Context: an optimization exercise on an open-source flow, tuned for small area and a short achievable clock period. The choices shown serve that exercise and are no tape-out recipe. Function was checked by simulation only, so behaviour that the tests miss may differ from the original. Power figures rest on the tool's default switching activity, not on a simulated workload.

==> wip/xenon <==
## data_mem_responder
module data_mem_responder #(
  parameter int DEPTH       = 64,
  parameter int WAIT_STATES = 2
) (
  input  logic        clk,
  input  logic        reset,
  input  logic        req_valid,
  output logic        req_ready,
  input  logic        req_write,
  input  logic [31:0] req_addr,
  input  logic [31:0] req_wdata,
  input  logic [3:0]  req_be,
  output logic        rsp_valid,
  input  logic        rsp_ready,
  output logic [31:0] rsp_rdata,
  output logic        rsp_err
);
  logic idle_q, w1_q, w2_q, resp_q;
  always_ff @(posedge clk) begin
    if (reset) begin
      idle_q <= 1'b1;
      w1_q   <= 1'b0;
      w2_q   <= 1'b0;
      resp_q <= 1'b0;
    end else begin
      idle_q <= (idle_q & ~req_valid) | (resp_q & rsp_ready);
      w1_q   <= idle_q & req_valid;
      w2_q   <= w1_q;
      resp_q <= w2_q | (resp_q & ~rsp_ready);
    end
  end
  logic [5:0] cnt_q;
  logic       seen_reset_q;
  always_ff @(posedge clk) begin
    if (reset) seen_reset_q <= 1'b1;
    if (seen_reset_q || !reset) cnt_q <= cnt_q + 6'd1;
    else                        cnt_q <= 6'd0;
  end
  logic [5:0]  pos_q;
  logic        err_q, wr_q;
  logic [31:0] wdata_q;
  logic [3:0]  be_q;
  logic        a_err;
  assign a_err = (|req_addr[1:0]) | (|req_addr[31:8]);
  logic [5:0] pos_d;
  assign pos_d = idle_q ? req_addr[7:2] + cnt_q : pos_q + 6'd1;
  always_ff @(posedge clk) begin
    pos_q <= pos_d;
    if (idle_q) begin
      wr_q    <= req_write;
      wdata_q <= req_wdata;
      be_q    <= req_be;
    end
    err_q <= (idle_q & a_err) | (~idle_q & err_q);
  end
  logic arm1_q, arm2_q, wact;
  logic st_ok;
  assign st_ok = wr_q & ~err_q;
  always_ff @(posedge clk) begin
    arm1_q <= w2_q & st_ok & ~reset;
    arm2_q <= arm1_q;
  end
  assign wact = (w2_q & st_ok & ~reset) | arm1_q | arm2_q;
  localparam int NPORT = 22;
  logic [31:0] ring_d [64];
  logic [NPORT-1:0] psel_q;
  always_ff @(posedge clk)
    for (int k = 0; k < NPORT; k++)
      psel_q[k] <= pos_d == 6'(3 * k);
  function automatic logic inv_pos(input integer p);
    inv_pos = p == 0 ? 1'b1 : ((p - 1) / 3) % 2 == 1;
  endfunction
  logic [31:0] wdata_n;
  assign wdata_n = ~wdata_q;
  logic [31:0] ring_q [64];
  for (genvar p = 0; p < 64; p++) begin : g_ring
  ...
==> module data_mem_responder, before the edit <==
module data_mem_responder #(
  parameter int DEPTH       = 64,
  parameter int WAIT_STATES = 2
) (
  input  logic        clk,
  input  logic        reset,
  input  logic        req_valid,
  output logic        req_ready,
  input  logic        req_write,
  input  logic [31:0] req_addr,
  input  logic [31:0] req_wdata,
  input  logic [3:0]  req_be,
  output logic        rsp_valid,
  input  logic        rsp_ready,
  output logic [31:0] rsp_rdata,
  output logic        rsp_err
);
  logic idle_q, w1_q, w2_q, resp_q;
  always_ff @(posedge clk) begin
    if (reset) begin
      idle_q <= 1'b1;
      w1_q   <= 1'b0;
      w2_q   <= 1'b0;
      resp_q <= 1'b0;
    end else begin
      idle_q <= (idle_q & ~req_valid) | (resp_q & rsp_ready);
      w1_q   <= idle_q & req_valid;
      w2_q   <= w1_q;
      resp_q <= w2_q | (resp_q & ~rsp_ready);
    end
  end
  logic [5:0] cnt_q;
  logic       seen_reset_q;
  always_ff @(posedge clk) begin
    if (reset) seen_reset_q <= 1'b1;
    if (seen_reset_q || !reset) cnt_q <= cnt_q + 6'd1;
    else                        cnt_q <= 6'd0;
  end
  logic [5:0]  pos_q;
  logic        err_q, wr_q;
  logic [31:0] wdata_q;
  logic [3:0]  be_q;
  logic        a_err;
  assign a_err = (|req_addr[1:0]) | (|req_addr[31:8]);
  logic [5:0] pos_d;
  assign pos_d = idle_q ? req_addr[7:2] + cnt_q : pos_q + 6'd1;
  always_ff @(posedge clk) begin
    pos_q <= pos_d;
    if (idle_q) begin
      wr_q    <= req_write;
      wdata_q <= req_wdata;
      be_q    <= req_be;
    end
    err_q <= (idle_q & a_err) | (~idle_q & err_q);
  end
  logic arm1_q, arm2_q, wact;
  logic st_ok;
  assign st_ok = wr_q & ~err_q;
  always_ff @(posedge clk) begin
    arm1_q <= w2_q & st_ok & ~reset;
    arm2_q <= arm1_q;
  end
  assign wact = (w2_q & st_ok & ~reset) | arm1_q | arm2_q;
  localparam int NPORT = 22;
  logic [31:0] ring_d [64];
  logic [NPORT-1:0] psel_q;
  always_ff @(posedge clk)
    for (int k = 0; k < NPORT; k++)
      psel_q[k] <= pos_d == 6'(3 * k);
  function automatic logic inv_pos(input integer p);
    inv_pos = p == 0 ? 1'b1 : ((p - 1) / 3) % 2 == 1;
  endfunction
  logic [31:0] wdata_n;
  assign wdata_n = ~wdata_q;
  logic [31:0] ring_q [64];
  for (genvar p = 0; p < 64; p++) begin : g_ring
    localparam int PREV = (p + 63) % 64;
    if (PREV % 3 == 0) begin : g_port
      for (genvar i = 0; i < 4; i++) begin : g_byte
        logic s;
        assign s = psel_q[PREV / 3] & wact & be_q[i];
        dmr_port8 u_port (
          .s (s),
          .sn(~s),
          .w (inv_pos(PREV) ? wdata_n[8*i +: 8] : wdata_q[8*i +: 8]),
          .p (ring_q[PREV][8*i +: 8]),
          .y (ring_d[p][8*i +: 8])
        );
        always_ff @(posedge clk)
          ring_q[p][8*i +: 8] <= ring_d[p][8*i +: 8];
      end
    end else begin : g_pass
      always_ff @(posedge clk)
        ring_q[p] <= ring_q[PREV];
    end
  end
  logic [31:0] rsel_q;
  always_ff @(posedge clk)
    for (int k = 0; k < 32; k++) rsel_q[k] <= pos_d[5:1] == 5'(k);
  logic [31:0] rword;
  always_comb begin
    rword = 32'd0;
    for (int k = 0; k < 32; k++)
      rword = rword | ({32{rsel_q[k]}} & (inv_pos(2*k) ? ~ring_q[2*k] : ring_q[2*k]));
  end
  logic [31:0] rdata_q;
  logic        rd_ld;
  assign rd_ld = (w1_q | w2_q) & ~pos_q[0];
  always_ff @(posedge clk)
    rdata_q <= ({32{rd_ld & ~wr_q & ~err_q}} & rword) | ({32{~rd_ld}} & rdata_q);
  assign req_ready = idle_q;
  assign rsp_valid = resp_q;
  assign rsp_rdata = rdata_q;
  assign rsp_err   = err_q;
endmodule
==> module dmr_port8, before the edit <==
module dmr_port8 (
  input  logic       s,
  input  logic       sn,
  input  logic [7:0] w,
  input  logic [7:0] p,
  output logic [7:0] y
);
  assign y = ~(({8{s}} & w) | ({8{sn}} & p));
endmodule
Settings: LEC_CHECK=0, CAP_MARGIN=20, CORE_MARGIN=2, CORE_UTILIZATION=60, CTS_CLUSTER_DIAMETER=80, CTS_CLUSTER_SIZE=30, SETUP_SLACK_MARGIN=3.45, SLEW_MARGIN=20; clock period 6.0 ns.
standard.sh (not shown) runs the stock make flow with config.mk's settings and CLKGATE_MAP_FILE= SYNTH_SCRIPT=/design/flow/synth_recipe.tcl, a recipe that flattens the netlist after the stock synthesis.
==> flow/flow/run.sh <==
#!/bin/bash
set -euo pipefail
export BUFFER_PORTS_ARGS="-buffer_cell sky130_fd_sc_hd__buf_4"
bash standard.sh > standard.log 2>&1
==> wip/violet (differences from wip/xenon) <==
--- a/flow/design.v
+++ b/flow/design.v
@@ -44,7 +44,6 @@
   assign a_err = (|req_addr[1:0]) | (|req_addr[31:8]);
-  logic [5:0] pos_d;
-  assign pos_d = idle_q ? req_addr[7:2] + cnt_q : pos_q + 6'd1;
-  always_ff @(posedge clk) begin
-    pos_q <= pos_d;
+  always_ff @(posedge clk)
     if (idle_q) begin
+      pos_q   <= req_addr[7:2] + cnt_q;
+      err_q   <= a_err;
       wr_q    <= req_write;
@@ -52,5 +51,5 @@
       be_q    <= req_be;
+    end else begin
+      pos_q   <= pos_q + 6'd1;
     end
-    err_q <= (idle_q & a_err) | (~idle_q & err_q);
-  end
   logic arm1_q, arm2_q, wact;
@@ -63,13 +62,2 @@
   assign wact = (w2_q & st_ok & ~reset) | arm1_q | arm2_q;
-  localparam int NPORT = 22;
-  logic [31:0] ring_d [64];
-  logic [NPORT-1:0] psel_q;
-  always_ff @(posedge clk)
-    for (int k = 0; k < NPORT; k++)
-      psel_q[k] <= pos_d == 6'(3 * k);
-  function automatic logic inv_pos(input integer p);
-    inv_pos = p == 0 ? 1'b1 : ((p - 1) / 3) % 2 == 1;
-  endfunction
-  logic [31:0] wdata_n;
-  assign wdata_n = ~wdata_q;
   logic [31:0] ring_q [64];
@@ -78,14 +66,7 @@
     if (PREV % 3 == 0) begin : g_port
+      logic wsel;
+      assign wsel = wact && pos_q == 6'(PREV);
       for (genvar i = 0; i < 4; i++) begin : g_byte
-        logic s;
-        assign s = psel_q[PREV / 3] & wact & be_q[i];
-        dmr_port8 u_port (
-          .s (s),
-          .sn(~s),
-          .w (inv_pos(PREV) ? wdata_n[8*i +: 8] : wdata_q[8*i +: 8]),
-          .p (ring_q[PREV][8*i +: 8]),
-          .y (ring_d[p][8*i +: 8])
-        );
         always_ff @(posedge clk)
-          ring_q[p][8*i +: 8] <= ring_d[p][8*i +: 8];
+          ring_q[p][8*i +: 8] <= (wsel && be_q[i]) ? wdata_q[8*i +: 8] : ring_q[PREV][8*i +: 8];
       end
@@ -96,5 +77,2 @@
   end
-  logic [31:0] rsel_q;
-  always_ff @(posedge clk)
-    for (int k = 0; k < 32; k++) rsel_q[k] <= pos_d[5:1] == 5'(k);
   logic [31:0] rword;
@@ -103,9 +81,7 @@
     for (int k = 0; k < 32; k++)
-      rword = rword | ({32{rsel_q[k]}} & (inv_pos(2*k) ? ~ring_q[2*k] : ring_q[2*k]));
+      rword = rword | ({32{pos_q[5:1] == 5'(k)}} & ring_q[2*k]);
   end
   logic [31:0] rdata_q;
-  logic        rd_ld;
-  assign rd_ld = (w1_q | w2_q) & ~pos_q[0];
   always_ff @(posedge clk)
-    rdata_q <= ({32{rd_ld & ~wr_q & ~err_q}} & rword) | ({32{~rd_ld}} & rdata_q);
+    if ((w1_q || w2_q) && !pos_q[0]) rdata_q <= (wr_q || err_q) ? 32'd0 : rword;
   assign req_ready = idle_q;
@@ -115,10 +91 @@
 endmodule
-module dmr_port8 (
-  input  logic       s,
-  input  logic       sn,
-  input  logic [7:0] w,
-  input  logic [7:0] p,
-  output logic [7:0] y
-);
-  assign y = ~(({8{s}} & w) | ({8{sn}} & p));
-endmodule
==> flow/run.sh (new file) <==
#!/bin/bash
# synth_recipe.tcl (not shown) runs the flow's synth.tcl, then flattens the netlist and writes it again
# the make line also repeats each setting of config.mk as NAME=value (left out here)
make -C /OpenROAD-flow-scripts/flow DESIGN_CONFIG=/design/flow/config.mk WORK_HOME=/design/flow/orfs CLKGATE_MAP_FILE= SYNTH_SCRIPT=/design/flow/synth_recipe.tcl finish
- CORE_UTILIZATION: 60 -> 40
- CTS_CLUSTER_DIAMETER: 80 -> unset
- CTS_CLUSTER_SIZE: 30 -> unset
- SETUP_SLACK_MARGIN: 3.45 -> unset
removed: flow/flow/run.sh
removed: flow/standard.sh
==> wip/willow (differences from wip/xenon) <==
--- a/flow/design.v
+++ b/flow/design.v
@@ -44,7 +44,6 @@
   assign a_err = (|req_addr[1:0]) | (|req_addr[31:8]);
-  logic [5:0] pos_d;
-  assign pos_d = idle_q ? req_addr[7:2] + cnt_q : pos_q + 6'd1;
-  always_ff @(posedge clk) begin
-    pos_q <= pos_d;
+  always_ff @(posedge clk)
     if (idle_q) begin
+      pos_q   <= req_addr[7:2] + cnt_q;
+      err_q   <= a_err;
       wr_q    <= req_write;
@@ -52,5 +51,5 @@
       be_q    <= req_be;
+    end else begin
+      pos_q   <= pos_q + 6'd1;
     end
-    err_q <= (idle_q & a_err) | (~idle_q & err_q);
-  end
   logic arm1_q, arm2_q, wact;
@@ -63,13 +62,2 @@
   assign wact = (w2_q & st_ok & ~reset) | arm1_q | arm2_q;
-  localparam int NPORT = 22;
-  logic [31:0] ring_d [64];
-  logic [NPORT-1:0] psel_q;
-  always_ff @(posedge clk)
-    for (int k = 0; k < NPORT; k++)
-      psel_q[k] <= pos_d == 6'(3 * k);
-  function automatic logic inv_pos(input integer p);
-    inv_pos = p == 0 ? 1'b1 : ((p - 1) / 3) % 2 == 1;
-  endfunction
-  logic [31:0] wdata_n;
-  assign wdata_n = ~wdata_q;
   logic [31:0] ring_q [64];
@@ -78,14 +66,7 @@
     if (PREV % 3 == 0) begin : g_port
+      logic wsel;
+      assign wsel = wact && pos_q == 6'(PREV);
       for (genvar i = 0; i < 4; i++) begin : g_byte
-        logic s;
-        assign s = psel_q[PREV / 3] & wact & be_q[i];
-        dmr_port8 u_port (
-          .s (s),
-          .sn(~s),
-          .w (inv_pos(PREV) ? wdata_n[8*i +: 8] : wdata_q[8*i +: 8]),
-          .p (ring_q[PREV][8*i +: 8]),
-          .y (ring_d[p][8*i +: 8])
-        );
         always_ff @(posedge clk)
-          ring_q[p][8*i +: 8] <= ring_d[p][8*i +: 8];
+          ring_q[p][8*i +: 8] <= (wsel && be_q[i]) ? wdata_q[8*i +: 8] : ring_q[PREV][8*i +: 8];
       end
@@ -96,5 +77,2 @@
   end
-  logic [31:0] rsel_q;
-  always_ff @(posedge clk)
-    for (int k = 0; k < 32; k++) rsel_q[k] <= pos_d[5:1] == 5'(k);
   logic [31:0] rword;
@@ -103,9 +81,7 @@
     for (int k = 0; k < 32; k++)
-      rword = rword | ({32{rsel_q[k]}} & (inv_pos(2*k) ? ~ring_q[2*k] : ring_q[2*k]));
+      rword = rword | ({32{pos_q[5:1] == 5'(k)}} & ring_q[2*k]);
   end
   logic [31:0] rdata_q;
-  logic        rd_ld;
-  assign rd_ld = (w1_q | w2_q) & ~pos_q[0];
   always_ff @(posedge clk)
-    rdata_q <= ({32{rd_ld & ~wr_q & ~err_q}} & rword) | ({32{~rd_ld}} & rdata_q);
+    if ((w1_q || w2_q) && !pos_q[0]) rdata_q <= (wr_q || err_q) ? 32'd0 : rword;
   assign req_ready = idle_q;
@@ -115,10 +91 @@
 endmodule
-module dmr_port8 (
-  input  logic       s,
-  input  logic       sn,
-  input  logic [7:0] w,
-  input  logic [7:0] p,
-  output logic [7:0] y
-);
-  assign y = ~(({8{s}} & w) | ({8{sn}} & p));
-endmodule
==> flow/run.sh (new file) <==
#!/bin/bash
# synth_recipe.tcl (not shown) runs the flow's synth.tcl, then flattens the netlist and writes it again
# the make line also repeats each setting of config.mk as NAME=value (left out here)
make -C /OpenROAD-flow-scripts/flow DESIGN_CONFIG=/design/flow/config.mk WORK_HOME=/design/flow/orfs CLKGATE_MAP_FILE= SYNTH_SCRIPT=/design/flow/synth_recipe.tcl finish
- CORE_UTILIZATION: 60 -> 40
- CTS_BUF_LIST: unset -> sky130_fd_sc_hd__clkbuf_8
- CTS_CLUSTER_DIAMETER: 80 -> unset
- CTS_CLUSTER_SIZE: 30 -> unset
- SETUP_SLACK_MARGIN: 3.45 -> 3.35
removed: flow/flow/run.sh
removed: flow/standard.sh
==> qor summary <==
Synthesized net count: wip/violet 4,351; wip/willow 4,351; wip/xenon 4,763
Vias per std cell: wip/violet 5.52; wip/willow 5.49; wip/xenon 5.92
Result of the run: wip/violet no timing/DRC/antenna violations; wip/willow no timing/DRC/antenna violations; wip/xenon no timing/DRC/antenna violations
Routed wire length: wip/violet 206 mm; wip/willow 216 mm; wip/xenon 173 mm
Length of routed wiring on met1: wip/violet 86.2 mm; wip/willow 90.2 mm; wip/xenon 75.4 mm
Net total in the final layout: wip/violet 4,520; wip/willow 4,834; wip/xenon 4,796
Met1 Resource Use GR: wip/violet 34.4%; wip/willow 36.2%; wip/xenon 48.0%
Final period demand of the worst path: wip/violet 4.03 ns; wip/willow 2.95 ns; wip/xenon 2.55 ns
Count of flip-flops with a built-in enable after synthesis: wip/violet 70; wip/willow 70; wip/xenon 38
Part of the total power dissipated in combinational logic: wip/violet 3.7%; wip/willow 5.4%; wip/xenon 3.9%
Power attributed to sequential cells: wip/violet 14.5 mW; wip/willow 14.5 mW; wip/xenon 14.8 mW
Ys Warns: wip/violet 2; wip/willow 2; wip/xenon 4
Avg Cell Area, Syn: wip/violet 14.3 um^2; wip/willow 14.3 um^2; wip/xenon 12.5 um^2
Biggest cell delay along the critical path: wip/violet 0.87 ns; wip/willow 0.52 ns; wip/xenon 0.57 ns
Global-route wire length before repair: wip/violet 281 mm; wip/willow 294 mm; wip/xenon 240 mm
Global Route met3 Usage: wip/violet 5.96%; wip/willow 7.02%; wip/xenon 5.42%
Kind of end point of the critical path: wip/violet register; wip/willow output pin; wip/xenon register
FILL cells: wip/violet 13,402; wip/willow 13,061; wip/xenon 7,369
Compound-Gate Fraction of Synth Area: wip/violet 5.36%; wip/willow 5.36%; wip/xenon 9.14%
Core ar.: wip/violet 152,000 um^2; wip/willow 152,000 um^2; wip/xenon 96,900 um^2
Multi-In Gates: wip/violet 1,894; wip/willow 1,898; wip/xenon 2,242
Max FO, Critical Path: wip/violet 47; wip/willow 1; wip/xenon 20
Count of plain and timing-repair buffers: wip/violet 192; wip/willow 361; wip/xenon 169
Clock Latency Late Sink: wip/violet 0.84 ns; wip/willow 1.04 ns; wip/xenon 0.71 ns
Number of instances in the placed design: wip/violet 6,263; wip/willow 6,264; wip/xenon 5,882

## afterwards: timing with drivers on the ports
How much do the figures lean on ideal ports? The routed layouts below were timed once more, with nothing changed but the port constraints.
Step 1 sets driving cells, clkbuf_16 on the clock port and buf_2 on the other inputs (assumed; they add their load-dependent delay and slew).
Step 2 also shifts input and output timing later by t, the mid clock arrival at the registers, as if the neighbouring blocks saw the same clock.
a / b / c = no drivers / after step 1 / after step 2; a / b = the first two.
run | t, ns | slack for setup (ns) | worst setup path after step 2
wip/xenon | 0.772 | 3.446 / 3.446 / 2.781 | input to register
wip/violet | 0.909 | 1.972 / 1.972 / 1.573 | input to register
wip/willow | 1.078 | 3.047 / 2.969 / 2.265 | input to register
After both steps every run listed still meets setup and hold. For wip/willow, which loses most, drivers alone change the setup slack by -0.078 ns; drivers and shift together by -0.782 ns.
